This is an optimization exercise on Yosys and OpenROAD, whose aim is small area, a short achievable clock period and few clock cycles per item, not a production implementation.
Only simulation tests tie the RTL to the original design; equivalence was not proved.
Power figures rest on the tool's default switching activity, not on a simulated workload.

--- design/flow/config.mk ---
export PLATFORM = sky130hd
export DESIGN_NAME = llc_tag_lookup
export DESIGN_NICKNAME = llc_tag_lookup
export VERILOG_FILES = /design/flow/design.v
export SDC_FILE = /design/flow/constraint.sdc
export NUM_CORES = 4
export LEC_CHECK = 0
export CAP_MARGIN = 20
export CORE_MARGIN = 2
export CORE_UTILIZATION = 40
export SLEW_MARGIN = 20
--- design/flow/constraint.sdc ---
create_clock -name core_clock -period 12.0 [get_ports {clk}]
set_input_delay 2.4000 -clock core_clock [delete_from_list [all_inputs] [get_ports {clk}]]
set_output_delay 2.4000 -clock core_clock [all_outputs]
set_load 0.01 [all_outputs]
--- design/flow/design.v ---
package llc_tag_lookup_pkg;
  localparam int unsigned ADDR_SIZE_DEF  = 32;
  localparam int unsigned LINE_BYTES_DEF = 64;
  localparam int unsigned N_SETS_DEF     = 16;
  localparam int unsigned N_WAY_DEF      = 8;
  typedef enum logic [1:0] {
    MESI_I = 2'd0,
    MESI_S = 2'd1,
    MESI_E = 2'd2,
    MESI_M = 2'd3
  } mesi_e;
  typedef enum logic [1:0] {
    OP_READ      = 2'd0,
    OP_WRITE     = 2'd1,
    OP_SNOOP_INV = 2'd2,
    OP_RSVD      = 2'd3
  } op_e;
  typedef enum logic [1:0] {
    ST_CLEAR  = 2'd0,
    ST_IDLE   = 2'd1,
    ST_LOOKUP = 2'd2,
    ST_UPDATE = 2'd3
  } state_e;
endpackage
import llc_tag_lookup_pkg::*;
module llc_tag_lookup_plru_tree #(
  parameter int unsigned N_WAY = N_WAY_DEF,
  localparam int unsigned WAY_W = $clog2(N_WAY)
) (
  input  logic [N_WAY-2:0] plru,
  input  logic [WAY_W-1:0] acc_way,
  output logic [WAY_W-1:0] victim_c,
  output logic [N_WAY-2:0] plru_next_c
);
  logic [WAY_W-1:0] vnode;
  logic [WAY_W-1:0] tnode;
  logic             dir;
  always_comb begin
    victim_c = '0;
    vnode    = '0;
    for (int l = 0; l < WAY_W; l++) begin
      victim_c[WAY_W-1-l] = plru[vnode];
      vnode = WAY_W'(2 * int'(vnode) + 1 + int'(plru[vnode]));
    end
  end
  always_comb begin
    plru_next_c = plru;
    tnode       = '0;
    dir         = 1'b0;
    for (int l = 0; l < WAY_W; l++) begin
      dir = acc_way[WAY_W-1-l];
      plru_next_c[tnode] = ~dir;
      tnode = WAY_W'(2 * int'(tnode) + 1 + int'(dir));
    end
  end
endmodule
import llc_tag_lookup_pkg::*;
module llc_tag_lookup #(
  parameter int unsigned ADDR_SIZE  = ADDR_SIZE_DEF,
  parameter int unsigned LINE_BYTES = LINE_BYTES_DEF,
  parameter int unsigned N_SETS     = N_SETS_DEF,
  parameter int unsigned N_WAY      = N_WAY_DEF
) (
  input  logic                       clk,
  input  logic                       rst,
  input  logic                       req_valid,
  output logic                       req_ready,
  input  logic [ADDR_SIZE-1:0]       req_addr,
  input  logic [1:0]                 req_op,
  output logic                       rsp_valid,
  output logic                       rsp_hit,
  output logic [$clog2(N_WAY)-1:0]   rsp_way,
  output logic [1:0]                 rsp_mesi_prev,
  output logic                       rsp_evict_valid,
  output logic [ADDR_SIZE-1:0]       rsp_evict_addr,
  output logic                       rsp_evict_dirty,
  output logic [31:0]                hit_count,
  output logic [31:0]                miss_count
);
  localparam int unsigned OFFSET_W = $clog2(LINE_BYTES);
  localparam int unsigned INDEX_W  = $clog2(N_SETS);
  localparam int unsigned TAG_W    = ADDR_SIZE - OFFSET_W - INDEX_W;
  localparam int unsigned WAY_W    = $clog2(N_WAY);
  localparam int unsigned LINE_W   = TAG_W + 3;
  localparam int unsigned SET_W    = N_WAY * LINE_W;
  logic [1:0]           state_q;
  logic [INDEX_W-1:0]   clr_idx_q;
  logic [INDEX_W-1:0]   idx_q;
  logic [TAG_W-1:0]     tag_q;
  logic [1:0]           op_q;
  logic [SET_W-1:0]     ways_q [N_SETS];
  logic [N_WAY-2:0]     plru_q [N_SETS];
  logic [SET_W-1:0]     set_q;
  logic [N_WAY-2:0]     plru_set_q;
  logic [N_WAY-1:0]     hit_vec_q;
  logic [SET_W-1:0]     cur_set;
  logic [SET_W-1:0]     set_wr;
  logic [N_WAY-1:0]     hit_vec;
  logic                 hit;
  logic                 has_inv;
  logic                 is_snoop;
  logic                 is_write;
  logic                 evict_valid;
  logic                 evict_dirty;
  logic                 wr_en;
  logic [WAY_W-1:0]     hit_way;
  logic [WAY_W-1:0]     inv_way;
  logic [WAY_W-1:0]     plru_victim;
  logic [WAY_W-1:0]     fill_way;
  logic [WAY_W-1:0]     acc_way;
  logic [WAY_W-1:0]     out_way;
  logic [N_WAY-2:0]     plru_next;
  logic [N_WAY-2:0]     plru_wr;
  logic [1:0]           prev_mesi;
  logic [LINE_W-1:0]    victim_line;
  logic [LINE_W-1:0]    hit_line;
  logic [LINE_W-1:0]    new_line;
  logic                 unused_offset;
  assign unused_offset = ^req_addr[OFFSET_W-1:0];
  always_comb begin
    cur_set = ways_q[idx_q];
    for (int w = 0; w < N_WAY; w++) begin
      hit_vec[w] = cur_set[w*LINE_W + LINE_W - 1] && (cur_set[w*LINE_W +: TAG_W] == tag_q);
    end
  end
  always_comb begin
    hit      = |hit_vec_q;
    is_snoop = (op_q == OP_SNOOP_INV);
    is_write = (op_q == OP_WRITE);
    hit_way  = '0;
    inv_way  = '0;
    has_inv  = 1'b0;
    for (int w = N_WAY - 1; w >= 0; w--) begin
      if (hit_vec_q[w]) begin
        hit_way = WAY_W'(w);
      end
      if (!set_q[w*LINE_W + LINE_W - 1]) begin
        inv_way = WAY_W'(w);
        has_inv = 1'b1;
      end
    end
  end
  llc_tag_lookup_plru_tree #(
    .N_WAY (N_WAY)
  ) u_plru (
    .plru        (plru_set_q),
    .acc_way     (acc_way),
    .victim_c    (plru_victim),
    .plru_next_c (plru_next)
  );
  assign fill_way = has_inv ? inv_way : plru_victim;
  assign acc_way  = hit ? hit_way : fill_way;
  assign plru_wr  = is_snoop ? plru_set_q : plru_next;
  always_comb begin
    out_way     = (hit || !is_snoop) ? acc_way : '0;
    hit_line    = set_q[hit_way*LINE_W +: LINE_W];
    prev_mesi   = hit ? hit_line[TAG_W +: 2] : MESI_I;
    victim_line = set_q[fill_way*LINE_W +: LINE_W];
    evict_valid = !hit && !is_snoop && !has_inv;
    evict_dirty = evict_valid && (victim_line[TAG_W +: 2] == MESI_M);
    wr_en       = hit || !is_snoop;
    new_line    = set_q[acc_way*LINE_W +: LINE_W];
    if (is_snoop) begin
      new_line[LINE_W-1]   = 1'b0;
      new_line[TAG_W +: 2] = MESI_I;
    end else if (hit) begin
      if (is_write) begin
        new_line[TAG_W +: 2] = MESI_M;
      end
    end else begin
      new_line[LINE_W-1]   = 1'b1;
      new_line[TAG_W +: 2] = is_write ? MESI_M : MESI_E;
      new_line[TAG_W-1:0]  = tag_q;
    end
    set_wr = set_q;
    for (int w = 0; w < N_WAY; w++) begin
      if (acc_way == WAY_W'(w)) begin
        set_wr[w*LINE_W +: LINE_W] = new_line;
      end
    end
  end
  always_ff @(posedge clk) begin
    if (rst) begin
      state_q         <= ST_CLEAR;
      clr_idx_q       <= '0;
      idx_q           <= '0;
      tag_q           <= '0;
      op_q            <= OP_READ;
      set_q           <= '0;
      plru_set_q      <= '0;
      hit_vec_q       <= '0;
      req_ready       <= 1'b0;
      rsp_valid       <= 1'b0;
      rsp_hit         <= 1'b0;
      rsp_way         <= '0;
      rsp_mesi_prev   <= 2'b00;
      rsp_evict_valid <= 1'b0;
      rsp_evict_addr  <= '0;
      rsp_evict_dirty <= 1'b0;
      hit_count       <= 32'd0;
      miss_count      <= 32'd0;
    end else begin
      rsp_valid <= 1'b0;
      case (state_q)
        ST_CLEAR: begin
          ways_q[clr_idx_q] <= '0;
          plru_q[clr_idx_q] <= '0;
          clr_idx_q         <= clr_idx_q + INDEX_W'(1);
          if (clr_idx_q == INDEX_W'(N_SETS - 1)) begin
            state_q   <= ST_IDLE;
            req_ready <= 1'b1;
          end
        end
        ST_IDLE: begin
          if (req_valid) begin
            tag_q     <= req_addr[ADDR_SIZE-1 -: TAG_W];
            idx_q     <= req_addr[OFFSET_W +: INDEX_W];
            op_q      <= req_op;
            req_ready <= 1'b0;
            state_q   <= ST_LOOKUP;
          end
        end
        ST_LOOKUP: begin
          set_q      <= cur_set;
          plru_set_q <= plru_q[idx_q];
          hit_vec_q  <= hit_vec;
          state_q    <= ST_UPDATE;
        end
        ST_UPDATE: begin
          if (wr_en) begin
            ways_q[idx_q] <= set_wr;
          end
          plru_q[idx_q]   <= plru_wr;
          rsp_valid       <= 1'b1;
          rsp_hit         <= hit;
          rsp_way         <= out_way;
          rsp_mesi_prev   <= prev_mesi;
          rsp_evict_valid <= evict_valid;
          rsp_evict_addr  <= {victim_line[TAG_W-1:0], idx_q, OFFSET_W'(0)};
          rsp_evict_dirty <= evict_dirty;
          if (!is_snoop) begin
            if (hit) begin
              if (hit_count != 32'hFFFF_FFFF) begin
                hit_count <= hit_count + 32'd1;
              end
            end else if (miss_count != 32'hFFFF_FFFF) begin
              miss_count <= miss_count + 32'd1;
            end
          end
          req_ready <= 1'b1;
          state_q   <= ST_IDLE;
        end
      endcase
    end
  end
endmodule
--- design/flow/run.sh ---
#!/bin/bash
# synth_recipe.tcl (not shown) runs the flow's synth.tcl, then flattens the netlist and writes it again
# the make line also repeats each setting of config.mk as NAME=value (left out here)
make -C /OpenROAD-flow-scripts/flow DESIGN_CONFIG=/design/flow/config.mk WORK_HOME=/design/flow/orfs CLKGATE_MAP_FILE= SYNTH_SCRIPT=/design/flow/synth_recipe.tcl finish
==> out/qor.csv <==
stage,metric,value,unit
outcome,status,no timing/DRC/antenna violations,
cts,numClockSinks,3665,
floorplanning,die_h,617,um
synthesis,yosysMostFrequentCell,edfxtp_1,
worst_setup_path,crit_chain,buf_8 > inv_1 > nand2_1 > inv_1 > o21ai_4 > a21oi_1 > buf_4 > nor2_4 > buf_4 > buf_4,
worst_setup_path,r2r-end,ways_q[14][166],
worst_setup_path,crit_path_max_fanout,69,
worst_setup_path,end_kind,register,
pwr,p_per_area,151,mW/mm2
worst_setup_path,cpMaxStageDelayCell,nor2_4,
placement,gp_congestion,0.980,
detailed_routing,ant_nets,0,
sta,worst_slew_pin_slew,1260,ps
hold_path,hp-class,reg2reg,
grt,grt_pass1_wl,686000,um
finish,area_delta_synth_final,14.4,%
worst_setup_path,arrival,7150,ps
synthesis,synth.avg_cell_area,16.8,um2
cts,cts_setup_buffers,0,
synthesis,synth_edf_count,3312,
synthesis,synth-seq-cells,3665,
worst_setup_path,path_class,in2reg,
grt,overflow,0,
synthesis,ys.flop_type,edfxtp_1,
sta,slew_violations,0,
worst_setup_path,start_kind,input pin,
floorplanning,die_w,617,um
pwr,max-vdd-ir-drop,118,uV
sta,hold_violations,0,
grt,track_usage,0.255,
synthesis,ys_types,89,
detailed_routing,detail_route.wirelength,498000,um
detailed_routing,first_iter_violations,14220,
synthesis,synth_warnings,2,
synthesis,synth_top_area_frac,0.662,
floorplanning,ios,143,
synthesis,synth_common_cells,"edfxtp_1 (3,312), nand2_1 (905), mux4_2 (799), nor2_1 (595), dfxtp_1 (353)",
worst_setup_path,r2r_setup_slack,6090,ps
worst_setup_path,critical-path-max-stage-delay,890,ps
synthesis,async_reset_ff_frac,0,
placement,hpwl,292000,um
hold_path,min_from,rsp_way[1],
cts,numCtsBuffers,373,
sta,fin_crit_sh,0.549,
hold_path,hold_end,rsp_way[1],
worst_setup_path,crit_buf_inv,6,
cts,cts_hold_buf,0,
floorplanning,coreArea,0.375,mm2
sta,hold_slack,476,ps
grt,antenna_found_initial,33,
floorplanning,std_cell_rows,225,
hold_path,hold_depth,2,
worst_setup_path,cp.required,12570,ps
cts,clk_pin_slew,60,ps
synthesis,ys_top_cells_by_area,"edfxtp_1 (66%), mux4_2 (12%), dfxtp_1 (4.7%), mux2i_1 (2.3%), nand2_1 (2.3%)",
pwr,p_leak,46.6,nW
detailed_routing,first_pass_iters,13,
detailed_routing,drc_errors,0,
cts,clk_path_buf_depth,4,
worst_setup_path,crit_top_cell,buf_4,
cts,cts_tree,done,
pwr,total_power,26.0,mW
synthesis,ys_seq_area_frac,0.709,
sta,fin_skew,105,ps
placement,io_buffers,130,
finish,final_layout_size_suffix_gt1_frac,0.208,
floorplanning,dieArea,0.380,mm2
cts,htreeDepth,5,
worst_setup_path,r2r-start,set_q[149],
cts,cts_resized,0,
detailed_routing,wire_per_inst,34.3,um
synthesis,synth_top_area_cell,edfxtp_1,
worst_setup_path,reg2regPathDepth,11,
detailed_routing,via_count,90957,
sta,max_clock_freq,152,MHz
sta,rsz0062_at_grt,no,
detailed_routing,avgViaCountPerCell,6.27,
sta,max_slew_margin,0.138,
synthesis,netlist_instances,8918,
cts,clkLatencyLatePin,1010,ps
floorplanning,start_util,0.401,
sta,finalSetupViolations,0,
finish,final_core_util,0.459,
grt,grt_pass1_vias,87085,
synthesis,netlist_area,0.150,mm2
cts,root_buffer,clkbuf_16,
grt,grt_max_degree,159,
sta,period_minus_slack,6580,ps
finish,fillers,31785,
job,cap_violations,0,
worst_setup_path,critPathTopFamily,buffers and inverters,
finish,nets,9217,
## layout make-up
class | count | area [um2] | area share
inverter | 50 | 205 | 0.00119
sequential | 3665 | 107000 | 0.620
tap | 4994 | 6250 | 0.0364
clock inverter | 217 | 2120 | 0.0123
clock buffer | 474 | 9950 | 0.0579
timing repair buffer | 460 | 4230 | 0.0246
multi-input combinational | 4621 | 42500 | 0.247
antenna | 23 | 57.6 | 0.000335
## stage by stage
step / setup TNS, ps / setup slack (ps) / std cells / area [um2]
2_1_floorplan: -2235200 / -714 / 8923 / 150000
3_3_place_gp: 0 / 4600 / 13777 / 159000
3_5_place_dp: 0 / 4510 / 13785 / 159000
4_1_cts: 0 / 5490 / 14476 / 171000
5_1_grt: 0 / 5190 / 14483 / 172000
6_report: 0 / 5420 / 14504 / 172000
## metal layers
metal / wire (um) / vias up / GRT usage
met5: 192 / - / 0
met3: 58200 / 1413 / 0.0703
met1: 189000 / 47371 / 0.341
li1: - / 35959 / -
met2: 221000 / 6190 / 0.387
met4: 29100 / 24 / 0.122
## how the worst max path moves through the flow
| stage | from | endpoint | slack (ps) | depth (start not counted) |
|---|---|---|---|---|
| 3_5_place_dp | rst | ways_q[12][190] | 4510 | 10 |
| 3_3_place_gp | rst | ways_q[12][144] | 4600 | 10 |
| 2_1_floorplan | rst | ways_q[15][0] | -710 | 7 |
| 5_1_grt | rst | ways_q[12][1] | 5190 | 10 |
| 4_1_cts | rst | ways_q[12][1] | 5490 | 10 |
| 6_report | rst | ways_q[12][162] | 5420 | 10 |
## state kept, by name, summed over array words and instances, names as in the netlist, 4 cells and up, named ones only
name / cells
hit_vec_q: 8
ways_q: 3200
rsp_evict_addr: 26
set_q: 200
hit_count: 32
plru_q: 112
plru_set_q: 7
clr_idx_q: 4
tag_q: 22
idx_q: 4
miss_count: 32
## cell usage in the layout, fill, tap and decap left out, types with 72 or more instances in the layout
| cell type | instances |
|---|---|
| edfxtp_1 | 3312 |
| nand2_1 | 901 |
| mux4_2 | 799 |
| nor2_1 | 560 |
| clkbuf_16 | 378 |
| mux2i_1 | 349 |
| dfxtp_1 | 348 |
| buf_4 | 289 |
| a21oi_1 | 281 |
| o21ai_0 | 271 |
| xnor2_1 | 155 |
| clkdlybuf4s50_1 | 129 |
| nand3_1 | 118 |
| a211oi_1 | 98 |
| nor3_1 | 84 |
| clkbuf_1 | 83 |
| a22oi_1 | 77 |
| clkinv_2 | 77 |
| xor2_1 | 72 |
## logic make-up (layout without fill, tap and decap cells)
| logic type | count (synthesis) | after routing | share of synthesized area |
|---|---|---|---|
| AND/OR/NAND/NOR | 1950 | 1950 | 0.0550 |
| adder cells (fa/ha/maj) | 10 | 10 | 0.000825 |
| multiplexers | 1172 | 1172 | 0.145 |
| buffers and inverters | 637 | 1201 | 0.0206 |
| flip-flops | 3665 | 3665 | 0.709 |
| AO/OA/AOI/OAI | 1256 | 1256 | 0.0562 |
| XOR/XNOR | 227 | 227 | 0.0132 |
| other | 1 | 29 | 0.0000250 |
## worst min-delay path: stages, from the launching register on
cell	delay (ps)
dfxtp_1	330
nand2_1	60
o21ai_0	60
## where the power goes
part	leakage, nW	internal (mW)	switching (mW)
logic	12.6	0.152	0.365
registers	28.2	13.9	0.0386
clock network	5.87	6.53	5.03
Testbench counts, summed over its fixed seeds: cycles 48,136, items 16,000.

## static timing again, ports no longer ideal
In the flow no input, the clock included, has a driving cell. The finished layout below was timed again as built, in two steps.
Step 1 assumes that a clkbuf_16 drives the clock port and a buf_2 every other input.
Step 2 moves the port delays by t, midway between the first and last clock arrival at a register: inputs arrive t later, outputs are due t later. That takes back most of the time a late clock gives input paths.
Three values: no drivers, after step 1, after step 2; two values: the first two.
t (ns): 1.060
slack for setup (ns): 5.416 / 5.462 / 4.402
worst hold slack (ns): 0.476 / 0.476 / 0.476
worst register clock-pin slew, ns: 0.07 / 0.07
worst slew at a driven data input, ns: 0.11
After both steps setup and hold are still met in this run. The setup slack of this run moves by +0.046 ns with the drivers and by -1.014 ns with both steps.
